What follows belongs to an exercise in optimizing a design on an open flow for small area, a short achievable clock period and few clock cycles per item; a production flow would make more cautious choices. The RTL was checked by simulation tests, not by an equivalence proof against the original design. Power is estimated from default activity; no workload was simulated.

==> flow/design.v, too long to show whole: its modules and the start of the top module <==
// module two_mode_motion_tween_unit: 2694 lines
module two_mode_motion_tween_unit #(
  parameter int unsigned FRACTION_BITS    = 16,
  parameter int unsigned SINE_TABLE_DEPTH = 1024
) (
  input  wire logic        clk,
  input  wire logic        rst,
  input  wire logic        s_tvalid,
  output logic             s_tready,
  input  wire logic [7:0]  s_tdata,     
  output logic             m_tvalid,
  input  wire logic        m_tready,
  output logic [31:0]      m_tdata,     
  output logic             m_tlast,     
  input  wire logic        cfg_valid,
  output logic             cfg_ready,
  input  wire logic [2:0]  cfg_index,
  input  wire logic [15:0] cfg_data
);
  // ...
==> flow/run.sh <==
#!/bin/bash
# synth_recipe.tcl (not shown) runs the flow's synth.tcl, then flattens the netlist and writes it again
# the make line also repeats each setting of config.mk as NAME=value (left out here)
make -C /OpenROAD-flow-scripts/flow DESIGN_CONFIG=/design/flow/config.mk WORK_HOME=/design/flow/orfs CLKGATE_MAP_FILE= SYNTH_SCRIPT=/design/flow/synth_recipe.tcl finish
==> flow/config.mk <==
export PLATFORM = sky130hd
export DESIGN_NAME = two_mode_motion_tween_unit
export DESIGN_NICKNAME = two_mode_motion_tween_unit
export VERILOG_FILES = /design/flow/design.v
export SDC_FILE = /design/flow/constraint.sdc
export NUM_CORES = 4
export LEC_CHECK = 0
export CAP_MARGIN = 20
export CORE_MARGIN = 2
export CORE_UTILIZATION = 55
export SETUP_SLACK_MARGIN = 5
export SLEW_MARGIN = 20
export SYNTH_MEMORY_MAX_BITS = 32768
==> flow/constraint.sdc <==
create_clock -name core_clock -period 11.0 [get_ports {clk}]
set_input_delay 2.2000 -clock core_clock [delete_from_list [all_inputs] [get_ports {clk}]]
set_output_delay 2.2000 -clock core_clock [all_outputs]
set_load 0.01 [all_outputs]
==> out/qor.txt, run 1 <==
Outcome: finished clean
Via count: 45.6k
Data buffer area share: 7.39%
Die area: 0.0855 mm²
Post-synthesis sequential area ratio: 16.9%
Final Instance Area: 0.0529 mm²
Synthesis Warnings: 1
Largest family of logic cells by synthesized area: compound AO/OA/AOI/OAI gates
Worst-path clk slew: 0.06 ns
Non-clk invs: 529
CP arrival: 7.55 ns
I/O Pins: 68
FFs w/ async S/R, synth: 0%
Register Area: 0.00776 mm²
Met1 Resource Use GR: 50.0%
Max-cap viol count: 0
WHS: 0.429 ns
Fraction of area in registers: 14.7%
Number of global-route vias before repair: 43.1k
Antenna violations before repair: 7
Drt drc: 0
Post-CTS Setup Repair Bufs: 141
Reg2reg start: f2[8]$_SDFFCE_PP0N_
Routability congestion estimate from global placement: 0.967
Met2 routed WL: 75400 µm
Flop pwr share: 14.1%
Top Metal Used: met5
R2R setup slack: 3.80 ns
Power Clock: 1660 µW
Inserted Clock Buffers: 46
Fillers: 7265
Max reg flops: 32
Crit path from: f2[8]$_SDFFCE_PP0N_
Clk pwr share: 10.4%
FF-to-FF End: m_tdata[14]$_DFFE_PN_
Power Density: 299 mW/mm²
Post-synthesis adder-cell area fraction: 22.0%
Testbench counts, summed over its fixed seeds: cycles 9,104, items 7,756.
==> inputs of run 2 (changes only) <==
--- a/flow/design.v
+++ b/flow/design.v
@@ -2215,26 +2215,51 @@
   assign cvx_246 = (cvx_143 & cvx_190) | (cvx_143 & cvx_191) | (cvx_190 & cvx_191);
   assign cvx_247 = cvx_144 ^ cvx_192 ^ cvx_193;
   assign cvx_248 = (cvx_144 & cvx_192) | (cvx_144 & cvx_193) | (cvx_192 & cvx_193);
   assign cvx_249 = rsx7_w[17] ^ ~start_x[15] ^ cvx_194;
   assign cvx_250 = (rsx7_w[17] & ~start_x[15]) | (rsx7_w[17] & cvx_194) | (~start_x[15] & cvx_194);
   logic [31:0] cvx_a, cvx_b;
   assign cvx_a = {cvx_248, cvx_246, cvx_244, cvx_242, cvx_240, cvx_238, cvx_236, cvx_234, cvx_232, cvx_230, cvx_228, cvx_226, cvx_224, cvx_222, cvx_220, cvx_218, cvx_216, cvx_214, cvx_212, cvx_210, cvx_208, cvx_206, cvx_204, cvx_202, cvx_200, cvx_198, cvx_196, rsx2_w[0], rsx0_w[3], rsx0_w[2], rsx0_w[1], rsx0_w[0]};
   assign cvx_b = {cvx_249, cvx_247, cvx_245, cvx_243, cvx_241, cvx_239, cvx_237, cvx_235, cvx_233, cvx_231, cvx_229, cvx_227, cvx_225, cvx_223, cvx_221, cvx_219, cvx_217, cvx_215, cvx_213, cvx_211, cvx_209, cvx_207, cvx_205, cvx_203, cvx_201, cvx_199, cvx_197, cvx_195, rsx1_w[1], rsx1_w[0], 1'b0, 1'b0};
-  logic [16:0] cvx_lo;
-  logic [15:0] cvx_h0, cvx_h1, cvx_h2;
+  logic [15:0] cvx_g, cvx_p;
+  logic [3:0]  cvx_gg, cvx_gp;
   logic        cvx_nz;
-  assign cvx_lo = {1'b0, cvx_a[15:0]} + {1'b0, cvx_b[15:0]};
-  assign cvx_nz = ~&((cvx_a[15:0] ^ cvx_b[15:0]) ~^ {(cvx_a[14:0] | cvx_b[14:0]), 1'b0});
-  assign cvx_h0 = cvx_a[31:16] + cvx_b[31:16];
-  assign cvx_h1 = cvx_a[31:16] + cvx_b[31:16] + 16'd1;
-  assign cvx_h2 = cvx_a[31:16] + cvx_b[31:16] + 16'd2;
-  assign rx = cvx_lo[16] ? ((cvx_h1[15] && cvx_nz) ? cvx_h2 : cvx_h1)
-                        : ((cvx_h0[15] && cvx_nz) ? cvx_h1 : cvx_h0);
+  assign cvx_g = cvx_a[15:0] & cvx_b[15:0];
+  assign cvx_p = cvx_a[15:0] | cvx_b[15:0];
+  assign cvx_nz = ~&((cvx_a[15:0] ^ cvx_b[15:0]) ~^ {cvx_p[14:0], 1'b0});
+  assign cvx_gg[0] = cvx_g[3] | (cvx_p[3] & cvx_g[2]) | (cvx_p[3] & cvx_p[2] & cvx_g[1]) | (cvx_p[3] & cvx_p[2] & cvx_p[1] & cvx_g[0]);
+  assign cvx_gp[0] = &cvx_p[3:0];
+  assign cvx_gg[1] = cvx_g[7] | (cvx_p[7] & cvx_g[6]) | (cvx_p[7] & cvx_p[6] & cvx_g[5]) | (cvx_p[7] & cvx_p[6] & cvx_p[5] & cvx_g[4]);
+  assign cvx_gp[1] = &cvx_p[7:4];
+  assign cvx_gg[2] = cvx_g[11] | (cvx_p[11] & cvx_g[10]) | (cvx_p[11] & cvx_p[10] & cvx_g[9]) | (cvx_p[11] & cvx_p[10] & cvx_p[9] & cvx_g[8]);
+  assign cvx_gp[2] = &cvx_p[11:8];
+  assign cvx_gg[3] = cvx_g[15] | (cvx_p[15] & cvx_g[14]) | (cvx_p[15] & cvx_p[14] & cvx_g[13]) | (cvx_p[15] & cvx_p[14] & cvx_p[13] & cvx_g[12]);
+  assign cvx_gp[3] = &cvx_p[15:12];
+  logic [15:0] cvx_ah, cvx_bh;
+  logic [3:0]  cvx_rgg, cvx_rgp;
+  logic        cvx_rnz;
+  always_ff @(posedge clk) begin
+    if (!stall) begin
+      cvx_ah  <= cvx_a[31:16];
+      cvx_bh  <= cvx_b[31:16];
+      cvx_rgg <= cvx_gg;
+      cvx_rgp <= cvx_gp;
+      cvx_rnz <= cvx_nz;
+    end
+  end
+  logic        cvx_c16;
+  logic [15:0] cvx_h0, cvx_h1, cvx_h2;
+  assign cvx_c16 = cvx_rgg[3] | (cvx_rgp[3] & cvx_rgg[2]) | (cvx_rgp[3] & cvx_rgp[2] & cvx_rgg[1])
+                 | (cvx_rgp[3] & cvx_rgp[2] & cvx_rgp[1] & cvx_rgg[0]);
+  assign cvx_h0 = cvx_ah + cvx_bh;
+  assign cvx_h1 = cvx_ah + cvx_bh + 16'd1;
+  assign cvx_h2 = cvx_ah + cvx_bh + 16'd2;
+  assign rx = cvx_c16 ? ((cvx_h1[15] && cvx_rnz) ? cvx_h2 : cvx_h1)
+                       : ((cvx_h0[15] && cvx_rnz) ? cvx_h1 : cvx_h0);
   logic rsy0_1, rsy0_2, rsy0_3;
   logic [18:0] rsy0_w;
   assign rsy0_1 = f2[0] & ~f2[1];
   assign rsy0_2 = ~f2[0] & f2[1];
   assign rsy0_3 = f2[0] & f2[1];
   assign rsy0_w[0] = (rsy0_1 & dy[0]) | (rsy0_2 & 1'b0) | (rsy0_3 & ty[0]);
   assign rsy0_w[1] = (rsy0_1 & dy[1]) | (rsy0_2 & dy[0]) | (rsy0_3 & ty[1]);
   assign rsy0_w[2] = (rsy0_1 & dy[2]) | (rsy0_2 & dy[1]) | (rsy0_3 & ty[2]);
@@ -2671,38 +2696,68 @@
   assign cvy_246 = (cvy_143 & cvy_190) | (cvy_143 & cvy_191) | (cvy_190 & cvy_191);
   assign cvy_247 = cvy_144 ^ cvy_192 ^ cvy_193;
   assign cvy_248 = (cvy_144 & cvy_192) | (cvy_144 & cvy_193) | (cvy_192 & cvy_193);
   assign cvy_249 = rsy7_w[17] ^ ~start_y[15] ^ cvy_194;
   assign cvy_250 = (rsy7_w[17] & ~start_y[15]) | (rsy7_w[17] & cvy_194) | (~start_y[15] & cvy_194);
   logic [31:0] cvy_a, cvy_b;
   assign cvy_a = {cvy_248, cvy_246, cvy_244, cvy_242, cvy_240, cvy_238, cvy_236, cvy_234, cvy_232, cvy_230, cvy_228, cvy_226, cvy_224, cvy_222, cvy_220, cvy_218, cvy_216, cvy_214, cvy_212, cvy_210, cvy_208, cvy_206, cvy_204, cvy_202, cvy_200, cvy_198, cvy_196, rsy2_w[0], rsy0_w[3], rsy0_w[2], rsy0_w[1], rsy0_w[0]};
   assign cvy_b = {cvy_249, cvy_247, cvy_245, cvy_243, cvy_241, cvy_239, cvy_237, cvy_235, cvy_233, cvy_231, cvy_229, cvy_227, cvy_225, cvy_223, cvy_221, cvy_219, cvy_217, cvy_215, cvy_213, cvy_211, cvy_209, cvy_207, cvy_205, cvy_203, cvy_201, cvy_199, cvy_197, cvy_195, rsy1_w[1], rsy1_w[0], 1'b0, 1'b0};
-  logic [16:0] cvy_lo;
-  logic [15:0] cvy_h0, cvy_h1, cvy_h2;
+  logic [15:0] cvy_g, cvy_p;
+  logic [3:0]  cvy_gg, cvy_gp;
   logic        cvy_nz;
-  assign cvy_lo = {1'b0, cvy_a[15:0]} + {1'b0, cvy_b[15:0]};
-  assign cvy_nz = ~&((cvy_a[15:0] ^ cvy_b[15:0]) ~^ {(cvy_a[14:0] | cvy_b[14:0]), 1'b0});
-  assign cvy_h0 = cvy_a[31:16] + cvy_b[31:16];
-  assign cvy_h1 = cvy_a[31:16] + cvy_b[31:16] + 16'd1;
-  assign cvy_h2 = cvy_a[31:16] + cvy_b[31:16] + 16'd2;
-  assign ry = cvy_lo[16] ? ((cvy_h1[15] && cvy_nz) ? cvy_h2 : cvy_h1)
-                        : ((cvy_h0[15] && cvy_nz) ? cvy_h1 : cvy_h0);
+  assign cvy_g = cvy_a[15:0] & cvy_b[15:0];
+  assign cvy_p = cvy_a[15:0] | cvy_b[15:0];
+  assign cvy_nz = ~&((cvy_a[15:0] ^ cvy_b[15:0]) ~^ {cvy_p[14:0], 1'b0});
+  assign cvy_gg[0] = cvy_g[3] | (cvy_p[3] & cvy_g[2]) | (cvy_p[3] & cvy_p[2] & cvy_g[1]) | (cvy_p[3] & cvy_p[2] & cvy_p[1] & cvy_g[0]);
+  assign cvy_gp[0] = &cvy_p[3:0];
+  assign cvy_gg[1] = cvy_g[7] | (cvy_p[7] & cvy_g[6]) | (cvy_p[7] & cvy_p[6] & cvy_g[5]) | (cvy_p[7] & cvy_p[6] & cvy_p[5] & cvy_g[4]);
+  assign cvy_gp[1] = &cvy_p[7:4];
+  assign cvy_gg[2] = cvy_g[11] | (cvy_p[11] & cvy_g[10]) | (cvy_p[11] & cvy_p[10] & cvy_g[9]) | (cvy_p[11] & cvy_p[10] & cvy_p[9] & cvy_g[8]);
+  assign cvy_gp[2] = &cvy_p[11:8];
+  assign cvy_gg[3] = cvy_g[15] | (cvy_p[15] & cvy_g[14]) | (cvy_p[15] & cvy_p[14] & cvy_g[13]) | (cvy_p[15] & cvy_p[14] & cvy_p[13] & cvy_g[12]);
+  assign cvy_gp[3] = &cvy_p[15:12];
+  logic [15:0] cvy_ah, cvy_bh;
+  logic [3:0]  cvy_rgg, cvy_rgp;
+  logic        cvy_rnz;
+  always_ff @(posedge clk) begin
+    if (!stall) begin
+      cvy_ah  <= cvy_a[31:16];
+      cvy_bh  <= cvy_b[31:16];
+      cvy_rgg <= cvy_gg;
+      cvy_rgp <= cvy_gp;
+      cvy_rnz <= cvy_nz;
+    end
+  end
+  logic        cvy_c16;
+  logic [15:0] cvy_h0, cvy_h1, cvy_h2;
+  assign cvy_c16 = cvy_rgg[3] | (cvy_rgp[3] & cvy_rgg[2]) | (cvy_rgp[3] & cvy_rgp[2] & cvy_rgg[1])
+                 | (cvy_rgp[3] & cvy_rgp[2] & cvy_rgp[1] & cvy_rgg[0]);
+  assign cvy_h0 = cvy_ah + cvy_bh;
+  assign cvy_h1 = cvy_ah + cvy_bh + 16'd1;
+  assign cvy_h2 = cvy_ah + cvy_bh + 16'd2;
+  assign ry = cvy_c16 ? ((cvy_h1[15] && cvy_rnz) ? cvy_h2 : cvy_h1)
+                       : ((cvy_h0[15] && cvy_rnz) ? cvy_h1 : cvy_h0);
+  logic v3, fe3, dn3;
   always_ff @(posedge clk) begin
     if (rst) begin
       v2       <= 1'b0;
+      v3       <= 1'b0;
       m_tvalid <= 1'b0;
     end else if (!stall) begin
       v2       <= pop;
-      m_tvalid <= v2;
+      v3       <= v2;
+      m_tvalid <= v3;
     end
   end
   always_ff @(posedge clk) begin
     if (!stall) begin
       fe2 <= !in_rs && (past_k || done_k || (easing_mode && ix >= 11'd1022));
       dn2 <= done;
       f2  <= in_rs ? 16'd0 : easing_mode ? sine_val(ix) : q[15:0];
-      m_tdata <= fe2 ? {end_y, end_x} : {ry, rx};
-      m_tlast <= dn2;
+      fe3 <= fe2;
+      dn3 <= dn2;
+      m_tdata <= fe3 ? {end_y, end_x} : {ry, rx};
+      m_tlast <= dn3;
     end
   end
 endmodule
 `default_nettype wire
==> flow/config.mk (replaced) <==
export PLATFORM = sky130hd
export DESIGN_NAME = two_mode_motion_tween_unit
export DESIGN_NICKNAME = two_mode_motion_tween_unit
export VERILOG_FILES = /design/flow/design.v
export SDC_FILE = /design/flow/constraint.sdc
export NUM_CORES = 4
export LEC_CHECK = 0
export CAP_MARGIN = 20
export CORE_MARGIN = 2
export CORE_UTILIZATION = 40
export SETUP_SLACK_MARGIN = 5
export SLEW_MARGIN = 20
export SYNTH_MEMORY_MAX_BITS = 32768
==> run 2 against run 1 <==
  * First-iteration DRC count fell by 5.2%
  * Synthesized cell count rose by 2.2%
  * Critical path depth fell by 13
  * Area after synthesis rose by 6.6%
  * Total power fell by 19%
  * Combinational power fell by 31%
  * Clock power rose by 16%
  * Highest routed layer is now met4
==> out/qor.txt, run 2 <==
Hold path start: dn2$_DFFE_PN_
Total Power: 12900 µW
Worst EP required: 11.48 ns
Crit path kind: input port to flip-flop
Synth area leader: dfxtp_1
Synth Instances: 5915
Outcome: finished clean
Starting Density: 40.2%
Max reg flops: 32 (unchanged)
CP max stage delay: 0.79 ns
Port bufs: 59
Crit path from: s_tvalid
Post-Syn Nets: 6602
Worst R2R Path Depth: 23
Via count: 46.2k (+1.3%)
Worst hold endpoint: dn3$_DFFE_PN_
Top-area cell type share of the netlist area: 12.4%
Initial drt markers: 5291
Clock Tree Root: clkbuf_16
Sinks on Clock Net: 441
RSZ-0062 raised after global routing: yes
I/O Pins: 68 (unchanged)
First-pass DRT Iterations: 8
GRT Overall Usage: 26.8%
F_max: 167 MHz
FFs w/ async S/R, synth: 0% (unchanged)
Most frequent cells in the layout: nand2_1 (640), inv_1 (490), ha_1 (394)
Drt drc: 0 (unchanged)
Routed Antenna Nets: 0
Inserted Clock Buffers: 56 (+22%)
HPWL after DPL: 122000 µm
H-tree Lvls: 2
Via density: 6.18
Clock buffer depth: 3
Peak supply drop: 0.208 mV
Leakage Power: 0.0217 µW
Startpoint class of the critical path: input port
Row cnt: 128
Clock Latency Late Sink: 0.69 ns
CP endpoint kind: flip-flop
Die height: 353 µm
Worst Hold Class: flip-flop to flip-flop
Number of global-route vias before repair: 44.2k (+2.6%)
Total wire length: 176000 µm
Area Overhead vs Synth: 11.1%
Synthesized area: 0.0488 mm²
Placeable Area: 0.121 mm²
Slew HR: 23.3%
Yosys cell types: 115
Synthesized flop and latch total: 441
Avg Cell Area, Syn: 8.25 µm²
R2R setup slack: 5.05 ns (+1.25 ns)
Overflow after GRT: 0
Synthesis Warnings: 1 (unchanged)
Antenna violations before repair: 9 (+2)
Worst-path fanout max: 10
Ratio of cells with drive above 1 in the final layout: 12.9%
Chip width: 353 µm
Cell with the most instances after synthesis: nand2_1
Setup TNS: 0 ns
CP max stage cell: o21ai_0
Worst-path clk slew: 0.06 ns (about the same)
Reg2reg start: q[0]$_SDFFE_PP0P_
Hold Path Depth: 0
Power Density: 238 mW/mm² (-20%)
Setup violations, final: 0
Largest Register: m_tdata
Slew Limit Fails: 0
CP arrival: 6.46 ns (-1.09 ns)
Number of flops mapped to enable cells by yosys: 139
Synth top area cells: dfxtp_1 (12%), ha_1 (11%), fa_1 (9.9%)
First-pass GRT wire length: 266000 µm
Routability congestion estimate from global placement: 0.986 (+2.0%)
Final Critical Period: 5.98 ns
Routed wire length per instance: 23.5 µm
Max-cap viol count: 0 (unchanged)
Most common flop cell mapped by yosys: dfxtp_1
Largest net degree at the start of global routing: 82
Fin. Hold Viols: 0
Clock skew: 0.0581 ns
CTS tree: done
Layout net count: 6476
Die area: 0.125 mm² (+46%)
Commonest cells post-synth: nand2_1 (646), inv_1 (499), ha_1 (414)
Crit-path cells: dlygate4sd2_1 > a21oi_4 > nor4b_4 > and3_1 > a21oi_2 > nand2_2 > buf_4 > o21ai_0 > nor3_2 > mux2_4 > o21ai_0 > nand2_1 > mux2i_1 > mux2i_1 > a21oi_1 > o22ai_1
Biggest regs: m_tdata x32, tx x19, ty x19
Final period util: 54.4%
Worst-Margin Slew: 1.15 ns
Post-synthesis sequential area ratio: 20.9% (+4.0 points)
Commonest non-fill, non-tap cell in the layout: nand2_1
## run 2: cell count changes after synthesis, moves of 12 or more
cell,before,now
clkbuf_1,313,299
nor3_1,113,133
a21o_1,56,81
edfxtp_1,57,139
o31a_1,3,15
buf_1,66,50
a22o_1,151,181
o21ai_0,358,315
inv_1,516,499
a22oi_1,143,116
nand2_1,594,646
buf_2,25,49
mux2_2,291,268
## run 2: final cells by class
cell class / instances / area (µm²)
antenna: 5 / 12.5
clock buffer: 76 / 1670
clock inverter: 30 / 253
fill: 12108 / 67200
inverter: 509 / 1980
multi-input combinational: 4557 / 35900
sequential: 441 / 10200
tap: 1625 / 2030
timing repair buffer: 222 / 2090
timing repair inverter: 2 / 12.5
## run 2: cells by family after synthesis
group,synth area share [%]
and+or+nand+nor,14.7
xor gates and xnor gates,4.40
buffers and inverters,7.36
other,0.00768
AOI/OAI and AO/OA,24.7
DFF,20.9
muxes,7.35
adders and majority gates,20.5
## run 2: metrics by stage
stage                     setup WS [ns]  hold WS, ns  utilization [%]  instances  area [µm²]
final                              5.02        0.423             44.7       7467       54200
after global routing               4.92        0.452             44.7       7465       54200
after CTS                          5.00        0.428             44.1       7432       53500
after detailed placement           2.51        0.411             41.7       7280       50600
after global placement             2.44        0.406             41.6       7278       50600
after floorplan                    5.02        0.400                -       5915       48800
## run 2: where the power goes
part	internal (µW)	leakage [µW]	switching, µW
Sequential	2150	0.00401	549
Combinational	3370	0.0167	4910
Clock	1100	0.000948	825
## run 2: worst max path at each step
stage | endpoint | depth (start not counted) | slack, ns
final | flip-flop | 16 | 5.02
after global routing | r[4]$_SDFFE_PP0P_ | 28 | 4.92
after CTS | r[4]$_SDFFE_PP0P_ | 27 | 5.00
after detailed placement | flip-flop | 18 | 2.51
after global placement | flip-flop | 18 | 2.44
after floorplan | flip-flop | 20 | 5.02
## run 2: repair_timing
action                                  CTS  global route
endpoints found under the setup margin   64            59
gates resized for setup                 141            91
hold buffers                              0             0
buffers inserted                         38            25
pin swaps                                24            24
cloned                                    8             5
## run 2: worst max-delay path, delay by kind of cell
| family | cells | cell delay, ns |
|---|---|---|
| AO/OA/AOI/OAI | 6 | 2.06 |
| AND/OR/NAND/NOR | 5 | 0.98 |
| multiplexers | 3 | 0.73 |
| buffers and inverters | 2 | 0.47 |
## run 2: metal layers
metal	share of wire, %	wire (µm)	GRT usage (%)
met4	4.1	7120	10.1
met5	0	0	0
met3	8.6	15200	4.45
met1	42	74600	36.6
met2	45	78800	42.5
Testbench counts of run 2, summed over its fixed seeds: cycles 9,328, items 7,756.
==> inputs of run 3 (changes only) <==
==> flow/flow/run.sh (new file) <==
#!/bin/bash
# Layout flow: the standard ORFS flow (standard.sh), run with a larger
# setup margin for the resizer's timing repair (the SDC and its clock period
# are unchanged). Each tool's full output stays in orfs/logs; make's output
# goes to flow_make.log in this folder.
set -euo pipefail
sed -e 's/SETUP_SLACK_MARGIN=[-0-9.]*/SETUP_SLACK_MARGIN=7/' standard.sh > standard_margin.sh
grep -q 'SETUP_SLACK_MARGIN=7' standard_margin.sh
bash standard_margin.sh > flow_make.log 2>&1
==> flow/standard.sh (new file) <==
#!/bin/bash
# synth_recipe.tcl (not shown) runs the flow's synth.tcl, then flattens the netlist and writes it again
# the make line also repeats each setting of config.mk as NAME=value (left out here)
make -C /OpenROAD-flow-scripts/flow DESIGN_CONFIG=/design/flow/config.mk WORK_HOME=/design/flow/orfs CLKGATE_MAP_FILE= SYNTH_SCRIPT=/design/flow/synth_recipe.tcl "${@:-finish}"
removed: flow/run.sh
==> run 3 against run 2 <==
  * Largest cell class unchanged
  * Flip-flop and latch count unchanged
  * Count of clock-buffer cells in the layout is 5 higher
  * Total power grew 26%
  * Register-to-register slack gained 0.51 ns
  * Die area is the same
==> out/qor.txt, run 3 <==
Power Density: 253 mW/mm² (+6.4%)
Slew Limit Fails: 0 (unchanged)
Die area: 0.125 mm² (unchanged)
Cell with the most instances after synthesis: nand2_1
Flop pwr share: 16.3% (-4.6 points)
HPWL after DPL: 121000 µm (-0.36%)
Most common flop cell mapped by yosys: dfxtp_1
Peak supply drop: 0.303 mV (+45%)
Crit path from: s_tvalid
Placeable Area: 0.121 mm² (unchanged)
Layout net count: 6984 (+7.8%)
FFs w/ async S/R, synth: 0% (unchanged)
Worst EP required: 11.56 ns (+0.08 ns)
Row cnt: 128 (unchanged)
Worst R2R Path Depth: 24 (+4.3%)
Leakage Power: 0.0258 µW (+19%)
Sinks on Clock Net: 441 (unchanged)
GRT Overall Usage: 29.6% (+2.8 points)
CP endpoint kind: flip-flop
CP arrival: 6.12 ns (-0.34 ns)
Total wire length: 200000 µm (+14%)
Clk pwr share: 11.4% (-3.5 points)
Clock Tree Root: clkbuf_16
Antenna violations before repair: 7 (-2)
Routed wire length per instance: 25.1 µm (+6.7%)
Worst-path clk slew: 0.07 ns (about the same)
Placed insts: 7287 (+0.096%)
Synthesized area: 0.0488 mm² (unchanged)
Top-area cell type share of the netlist area: 12.4% (unchanged)
Via count: 50.3k (+9.0%)
Number of hold buffers added after CTS: 0 (unchanged)
Clock Latency Late Sink: 0.68 ns (about the same)
Final Critical Period: 5.55 ns (-0.428 ns)
RSZ-0062 raised after global routing: yes
I/O Pins: 68 (unchanged)
Via density: 6.31 (+2.0%)
Commonest non-fill, non-tap cell in the layout: nand2_1
First-pass DRT Iterations: 11 (+3)
First-pass GRT wire length: 291000 µm (+9.2%)
Setup violations, final: 0 (unchanged)
Number of flops mapped to enable cells by yosys: 139 (unchanged)
Post-synthesis sequential area ratio: 20.9% (unchanged)
Fillers: 10.9k (-10%)
Max-cap viol count: 0 (unchanged)
Starting Density: 40.2% (unchanged)
Yosys cell types: 115 (unchanged)
Port bufs: 59 (unchanged)
Finished Layout Cells: 7973 (+6.8%)
Synthesized flop and latch total: 441 (unchanged)
Comb power frac: 72.3% (+8.1 points)
Post-Syn Nets: 6602 (unchanged)
Internal power: 8630 µW (+30%)
F_max: 180 MHz (+7.7%)
Initial drt markers: 6252 (+18%)
Multi-input gate area: 0.0401 mm² (+12%)
Most frequent cells in the layout: nand2_1 (607), inv_1 (461), buf_4 (431)
Commonest cells post-synth: nand2_1 (646), inv_1 (499), ha_1 (414)
Synth top area cells: dfxtp_1 (12%), ha_1 (11%), fa_1 (9.9%)
Outcome: finished clean
Fin. Hold Viols: 0 (unchanged)
Net Switching: 7650 µW (+22%)
Crit path kind: input port to flip-flop
R2R setup slack: 5.56 ns (+0.51 ns)
Synth Instances: 5915 (unchanged)
Worst Hold Class: flip-flop to flip-flop
Die height: 353 µm (unchanged)
Final period util: 50.5% (-3.9 points)
CTS tree: done
Overflow after GRT: 0 (unchanged)
Largest net degree at the start of global routing: 78 (-4.9%)
Drt drc: 0 (unchanged)
Setup TNS: 0 ns (unchanged)
Register Area: 0.0103 mm² (+0.82%)
Area Overhead vs Synth: 31.7%
Synthesis Warnings: 1 (unchanged)
Sw Ratio: 47.0% (-1.7 points)
Worst-path fanout max: 7 (-3)
Synth area leader: dfxtp_1
Worst-Margin Slew: 1.11 ns (-0.0372 ns)
Routability congestion estimate from global placement: 0.963 (-2.3%)
H-tree Lvls: 2 (unchanged)
Ratio of cells with drive above 1 in the final layout: 29.6% (+17 points)
Biggest regs: m_tdata x32, tx x19, ty x19
Avg Cell Area, Syn: 8.25 µm² (unchanged)
Max reg flops: 32 (unchanged)
Inserted Clock Buffers: 56 (unchanged)
Number of global-route vias before repair: 47.7k (+7.9%)
Largest Register: m_tdata
Chip width: 353 µm (unchanged)
Clock skew: 0.0295 ns (-0.0285 ns)
Reg2reg start: r[9]$_SDFFE_PP0P_
Clock buffer depth: 3 (unchanged)
Routed Antenna Nets: 0 (unchanged)
Slew HR: 25.6% (+2.3 points)
Startpoint class of the critical path: input port
run 3: cell types whose count changed in the layout (fill, tap and decap cells not counted), moves of 31 or more:
cell | previous run | this run
nand2_1 | 640 | 607
ha_1 | 394 | 313
ha_4 | 16 | 86
nor2_1 | 357 | 316
o21ai_2 | 4 | 46
buf_4 | 138 | 431
buf_6 | 5 | 119
o21ai_1 | 18 | 49
a21oi_2 | 10 | 83
a21oi_1 | 390 | 296
buf_12 | 10 | 52
o21ai_0 | 304 | 219
run 3: final cells by class:
cell class                 count  share of cell area, %
clock buffer                  81                   2.50
timing repair inverter        12                  0.220
inverter                     509                   3.29
timing repair buffer         719                   12.1
multi-input combinational   4558                   62.4
clock inverter                21                  0.298
tap                         1625                   3.16
antenna                        7                 0.0273
sequential                   441                   16.1
run 3: metrics by stage:
step                      util [%]  setup slack [ns]  hold WS, ns  cell area (µm²)  power (µW)
after global placement        42.5              3.07        0.409            51600       10600
final                         52.9              5.45        0.415            64300       16300
after detailed placement      42.5              3.07        0.412            51600       10700
after global routing          52.9              5.36        0.423            64300       17100
after CTS                     49.9              5.69        0.406            60600       14600
after floorplan                  -              5.45        0.400            50400        8530
run 3: worst max-delay path, stage by stage:
cell and delay, ns:
buf_8 0.10, a21oi_4 0.18, nor4b_4 0.09, and3_4 0.22, a21oi_4 0.16, buf_6 0.14
nand2_8 0.07, nor2_4 0.25, buf_4 0.18, o211a_1 0.23, a41oi_4 0.18, buf_6 0.16
buf_12 0.14, inv_16 0.08, ha_4 0.19, nor3_4 0.07, buf_4 0.15, buf_6 0.11
nor2_2 0.44, a221oi_2 0.13, a31oi_1 0.21, nor2_1 0.07, nor4bb_2 0.31
run 3: metal layers:
metal	track usage [%]	vias to the layer above	part of all wire (%)
li1	-	22112	-
met1	38.1	24166	39
met2	45.7	3141	44
met3	7.22	869	11
met4	16.1	2	6.5
met5	0	-	0.0065
run 3: kinds of logic after synthesis:
kind of cell,synth area share (%)
DFF,20.9
other,0.00768
muxes,7.35
xor gates and xnor gates,4.40
buffers and inverters,7.36
adders and majority gates,20.5
and+or+nand+nor,14.7
AOI/OAI and AO/OA,24.7
run 3: worst min-delay path by stage:
stage                   from                end  slack (ns)  cells after the start
6_report       dn3$_DFFE_PN_  m_tlast$_DFFE_PN_        0.41                      0
5_1_grt        dn3$_DFFE_PN_  m_tlast$_DFFE_PN_        0.42                      0
4_1_cts        dn3$_DFFE_PN_  m_tlast$_DFFE_PN_        0.41                      0
3_5_place_dp   dn2$_DFFE_PN_      dn3$_DFFE_PN_        0.41                      0
3_3_place_gp   dn3$_DFFE_PN_  m_tlast$_DFFE_PN_        0.41                      0
2_1_floorplan  dn2$_DFFE_PN_      dn3$_DFFE_PN_        0.40                      0
run 3: power groups by stage:
stage / registers, µW / logic, µW / clock network [µW]
final: 2660 / 11800 / 1850
after CTS: 2630 / 10100 / 1880
after global placement: 2640 / 7990 / 0
after detailed placement: 2650 / 8100 / 0
after floorplan: 2420 / 6110 / 0
after global routing: 2680 / 12400 / 1940
run 3: what timing repair did:
action,in CTS,in global routing
buffers inserted,347,167
setup endpoints to repair,328,259
gates cloned,47,16
resized for setup,766,441
pin swaps,308,367

port drivers added, routing unchanged:
In the flow no input, the clock included, has a driving cell. The finished layouts below were timed again as built, in two steps.
Step 1 (the two cells are an assumption about what drives the block):
set clk [get_ports {clk}]
set_driving_cell -lib_cell sky130_fd_sc_hd__clkbuf_16 $clk
set_driving_cell -lib_cell sky130_fd_sc_hd__buf_2 [delete_from_list [all_inputs] $clk]
Step 2, shift: input delay + t, output delay - t, t = (earliest + latest rising clock arrival at the registers) / 2. This alone moves slack from input paths to output paths.
a / b / c = ideal / step 1 / step 2; a / b = the first two.
| run | t, ns | setup slack, ns | worst setup path after step 2 |
|---|---|---|---|
| run 1 | 0.673 | 3.797 / 3.797 / 3.797 | register to register |
| run 2 | 0.736 | 5.018 / 5.047 / 4.317 | input to register |
| run 3 | 0.750 | 5.446 / 5.442 / 4.692 | input to register |
After both steps setup and hold are still met in every run listed. For run 3, which loses most, drivers alone change the setup slack by -0.004 ns; drivers and shift together by -0.754 ns.
